This is an optimization exercise on Yosys and OpenROAD, whose aim is small area, not a production implementation. Function was checked by simulation only, so behaviour that the tests miss may differ from the original.

==> module ctrl_regs, before the edit <==
module ctrl_regs (
	input  logic        osc_o,
	input  logic        rst_n,
	input  logic        acc,
	input  logic        ready,
	input  logic        loc_wr,      
	input  logic [3:0]  offset,
	input  logic [3:0]  rd_loc,      
	input  logic [31:0] wdata,
	input  logic        lcd_reset,
	input  logic        dphy_rdy,
	input  logic        drop_set,
	output logic [31:0] rdata,
	output logic        link_sel,
	output logic        panel_rst,
	output logic        pstart,
	output logic        link_rst_n
);
	logic [7:0] func_q;
	logic [7:0] port_q;
	logic       drop_q;
	logic       lcd_q, dphy_q, drop_rd;
	logic [7:0] wd8;
	assign wd8 = wdata[7:0] & {8{rst_n}};
	always_ff @(posedge osc_o) begin
		if (!rst_n || (ready && loc_wr && offset == 4'h0))
			func_q <= wd8;
		if (!rst_n || (ready && loc_wr && offset == 4'h4))
			port_q <= wd8;
		if (!rst_n || (acc && loc_wr && offset == 4'h8))
			link_sel <= wd8[0];
		drop_q <= rst_n && (drop_set || (drop_q && !(acc && loc_wr && offset == 4'hC)));
		lcd_q   <= lcd_reset;
		dphy_q  <= dphy_rdy;
		drop_rd <= drop_q;
	end
	always_comb begin
		rdata = '0;
		rdata[7:0] = (func_q & {8{rd_loc[0]}}) | (port_q & {8{rd_loc[1]}});
		rdata[0]   = rdata[0] | (link_sel & rd_loc[2]);
		rdata[5:3] = rdata[5:3] | ({lcd_q, dphy_q, drop_rd} & {3{rd_loc[3]}});
	end
	assign panel_rst  = func_q[0] && port_q[7];
	assign pstart     = func_q[0] && port_q[1];
	assign link_rst_n = func_q[0] && port_q[2];
endmodule
==> module bridge_top, before the edit <==
module bridge_top (
	input  logic                osc_o,
	input  logic                rst_n,
	input  bridge_pkg::apb_req_t apb_req,
	output bridge_pkg::apb_rsp_t apb_rsp,
	input  logic                rx_cmd_valid,
	input  bridge_pkg::rx_cmd_t rx_cmd,
	output logic                tx_cmd_req,
	output bridge_pkg::tx_cmd_t tx_cmd,
	input  logic                tx_cmd_ack,
	input  logic                lcd_reset,
	input  logic                dphy_rdy,
	output logic                panel_rst,
	output logic                pstart,
	output logic                link_rst_n
);
	logic        acc, ready;
	logic        link_sel;
	logic        drop_set;
	logic [19:0] addr;
	logic        loc_hit, link_hit;
	logic [7:0]  word;
	logic [7:0]  tx_we, rx_we, tx_re, rx_re;
	logic [31:0] wdata;
	logic [31:0] loc_rdata, tx_rdata, rx_rdata;
	logic [31:0] tx_word0, rx_word0;
	logic [7:0]  tx_id;
	logic [1:0]  tx_vc;
	assign addr     = apb_req.addr;
	assign loc_hit  = (addr[19:4] == '0);
	assign link_hit = addr[17] && (addr[9:5] == '0);
	assign wdata    = apb_req.wdata & {32{rst_n}};
	always_comb
		for (int i = 0; i < 8; i++)
			word[i] = (addr[4:2] == i);
	assign tx_we = word & {8{acc && apb_req.write && link_hit && !link_sel}};
	assign rx_we = word & {8{acc && apb_req.write && link_hit &&  link_sel}};
	logic       rd_tx, rd_rx;
	logic [2:0] rd_idx;
	logic [3:0] rd_loc;
	always_ff @(posedge osc_o) begin
		rd_tx  <= link_hit && !link_sel;
		rd_rx  <= link_hit &&  link_sel;
		rd_idx <= addr[4:2];
		rd_loc <= {4{loc_hit}} & {addr[3:0] == 4'hC, addr[3:0] == 4'h8, addr[3:0] == 4'h4, addr[3:0] == 4'h0};
	end
	always_comb
		for (int i = 0; i < 8; i++) begin
			tx_re[i] = rd_tx && (rd_idx == i);
			rx_re[i] = rd_rx && (rd_idx == i);
		end
	apb_port u_apb_port (
		.osc_o   (osc_o),
		.rst_n   (rst_n),
		.psel    (apb_req.sel),
		.penable (apb_req.enable),
		.acc     (acc),
		.ready   (ready)
	);
	ctrl_regs u_ctrl_regs (
		.osc_o      (osc_o),
		.rst_n      (rst_n),
		.acc        (acc),
		.ready      (ready),
		.loc_wr     (loc_hit && apb_req.write),
		.offset     (addr[3:0]),
		.rd_loc     (rd_loc),
		.wdata      (wdata),
		.lcd_reset  (lcd_reset),
		.dphy_rdy   (dphy_rdy),
		.drop_set   (drop_set),
		.rdata      (loc_rdata),
		.link_sel   (link_sel),
		.panel_rst  (panel_rst),
		.pstart     (pstart),
		.link_rst_n (link_rst_n)
	);
	link_regs u_tx_regs (
		.osc_o (osc_o),
		.rst_n (rst_n),
		.we    (tx_we),
		.re    (tx_re),
		.wdata (wdata),
		.rdata (tx_rdata),
		.word0 (tx_word0)
	);
	link_regs u_rx_regs (
		.osc_o (osc_o),
		.rst_n (rst_n),
		.we    (rx_we),
		.re    (rx_re),
		.wdata (wdata),
		.rdata (rx_rdata),
		.word0 (rx_word0)
	);
	readback_engine u_readback_engine (
		.osc_o        (osc_o),
		.rst_n        (rst_n),
		.rx_cmd_valid (rx_cmd_valid),
		.rx_k         (rx_cmd.word_count[1:0]),
		.rx_data_type (rx_cmd.data_type),
		.tx_word0     (tx_word0),
		.rx_word0     (rx_word0),
		.tx_cmd_req   (tx_cmd_req),
		.tx_id        (tx_id),
		.tx_vc        (tx_vc),
		.tx_cmd_ack   (tx_cmd_ack),
		.drop_set     (drop_set)
	);
	assign apb_rsp.ready = ready;
	assign apb_rsp.rdata = loc_rdata | tx_rdata | rx_rdata;
	assign tx_cmd.word_count = {8'h00, tx_id};
	assign tx_cmd.vc         = tx_vc;
	assign tx_cmd.data_type  = 6'h21;
endmodule
make LEC_CHECK=0 CAP_MARGIN=20 CORE_MARGIN=2 CORE_UTILIZATION=40 SLEW_MARGIN=20 finish   # period 5.0 ns
run.sh (not shown) runs the stock make flow with config.mk's settings and CLKGATE_MAP_FILE= SYNTH_SCRIPT=/design/flow/synth_recipe.tcl, a recipe that flattens the netlist after the stock synthesis.
Rerun with:
--- a/flow/design.v
+++ b/flow/design.v
@@ -120,11 +120,10 @@
 	input  logic        rst_n,
 	input  logic        acc,
 	input  logic        ready,
 	input  logic        loc_wr,      
 	input  logic [3:0]  offset,
-	input  logic [3:0]  rd_loc,      
 	input  logic [31:0] wdata,
 	input  logic        lcd_reset,
 	input  logic        dphy_rdy,
 	input  logic        drop_set,
 	output logic [31:0] rdata,
@@ -151,13 +150,17 @@
 		dphy_q  <= dphy_rdy;
 		drop_rd <= drop_q;
 	end
 	always_comb begin
 		rdata = '0;
-		rdata[7:0] = (func_q & {8{rd_loc[0]}}) | (port_q & {8{rd_loc[1]}});
-		rdata[0]   = rdata[0] | (link_sel & rd_loc[2]);
-		rdata[5:3] = rdata[5:3] | ({lcd_q, dphy_q, drop_rd} & {3{rd_loc[3]}});
+		case (offset)
+			4'h0: rdata[7:0] = func_q;
+			4'h4: rdata[7:0] = port_q;
+			4'h8: rdata[0]   = link_sel;
+			4'hC: rdata[5:3] = {lcd_q, dphy_q, drop_rd};
+			default: ;
+		endcase
 	end
 	assign panel_rst  = func_q[0] && port_q[7];
 	assign pstart     = func_q[0] && port_q[1];
 	assign link_rst_n = func_q[0] && port_q[2];
 endmodule
@@ -243,26 +246,14 @@
 	assign link_hit = addr[17] && (addr[9:5] == '0);
 	assign wdata    = apb_req.wdata & {32{rst_n}};
 	always_comb
 		for (int i = 0; i < 8; i++)
 			word[i] = (addr[4:2] == i);
-	assign tx_we = word & {8{acc && apb_req.write && link_hit && !link_sel}};
-	assign rx_we = word & {8{acc && apb_req.write && link_hit &&  link_sel}};
-	logic       rd_tx, rd_rx;
-	logic [2:0] rd_idx;
-	logic [3:0] rd_loc;
-	always_ff @(posedge osc_o) begin
-		rd_tx  <= link_hit && !link_sel;
-		rd_rx  <= link_hit &&  link_sel;
-		rd_idx <= addr[4:2];
-		rd_loc <= {4{loc_hit}} & {addr[3:0] == 4'hC, addr[3:0] == 4'h8, addr[3:0] == 4'h4, addr[3:0] == 4'h0};
-	end
-	always_comb
-		for (int i = 0; i < 8; i++) begin
-			tx_re[i] = rd_tx && (rd_idx == i);
-			rx_re[i] = rd_rx && (rd_idx == i);
-		end
+	assign tx_re = word & {8{link_hit && !link_sel}};
+	assign rx_re = word & {8{link_hit &&  link_sel}};
+	assign tx_we = tx_re & {8{acc && apb_req.write}};
+	assign rx_we = rx_re & {8{acc && apb_req.write}};
 	apb_port u_apb_port (
 		.osc_o   (osc_o),
 		.rst_n   (rst_n),
 		.psel    (apb_req.sel),
 		.penable (apb_req.enable),
@@ -274,11 +265,10 @@
 		.rst_n      (rst_n),
 		.acc        (acc),
 		.ready      (ready),
 		.loc_wr     (loc_hit && apb_req.write),
 		.offset     (addr[3:0]),
-		.rd_loc     (rd_loc),
 		.wdata      (wdata),
 		.lcd_reset  (lcd_reset),
 		.dphy_rdy   (dphy_rdy),
 		.drop_set   (drop_set),
 		.rdata      (loc_rdata),
@@ -318,10 +308,10 @@
 		.tx_vc        (tx_vc),
 		.tx_cmd_ack   (tx_cmd_ack),
 		.drop_set     (drop_set)
 	);
 	assign apb_rsp.ready = ready;
-	assign apb_rsp.rdata = loc_rdata | tx_rdata | rx_rdata;
+	assign apb_rsp.rdata = (loc_hit ? loc_rdata : '0) | tx_rdata | rx_rdata;
 	assign tx_cmd.word_count = {8'h00, tx_id};
 	assign tx_cmd.vc         = tx_vc;
 	assign tx_cmd.data_type  = 6'h21;
 endmodule
The changed run ran to the end with no violations.
Setup slack is worse by 140 ps.
Via count grows by 5.2%.
Clock-buffer cell count shrinks by 8.
Wire length grows by 5.3%.
Sequential share of layout area shrinks by 1.3 points.

## afterwards: timing with drivers on the ports
The results above use ideal ports. As a check the final layouts listed here were re-extracted and re-timed, cells and wires unchanged.
Step 1 assumes that a clkbuf_16 drives the clock port and a buf_2 every other input.
Step 2 also shifts input and output timing later by t, the mid clock arrival at the registers, as if the neighbouring blocks saw the same clock.
Three values: no drivers, after step 1, after step 2; two values: the first two.
| run | shift t [ns] | setup slack, ns | latest minus earliest clock arrival (ns) | worst register clock-pin slew, ns | cell pins on the clock port's net |
|---|---|---|---|---|---|
| the first run | 0.662 | 0.178 / 0.119 / 0.781 | 0.023 / 0.024 | 0.06 / 0.06 | 1 |
| the second run | 0.674 | 0.040 / 0.015 / 0.015 | 0.025 / 0.024 | 0.06 / 0.06 | 1 |
After both steps every run listed still meets setup and hold. The setup slack of the second run, which loses most, moves by -0.025 ns with the drivers and by -0.025 ns with both steps.
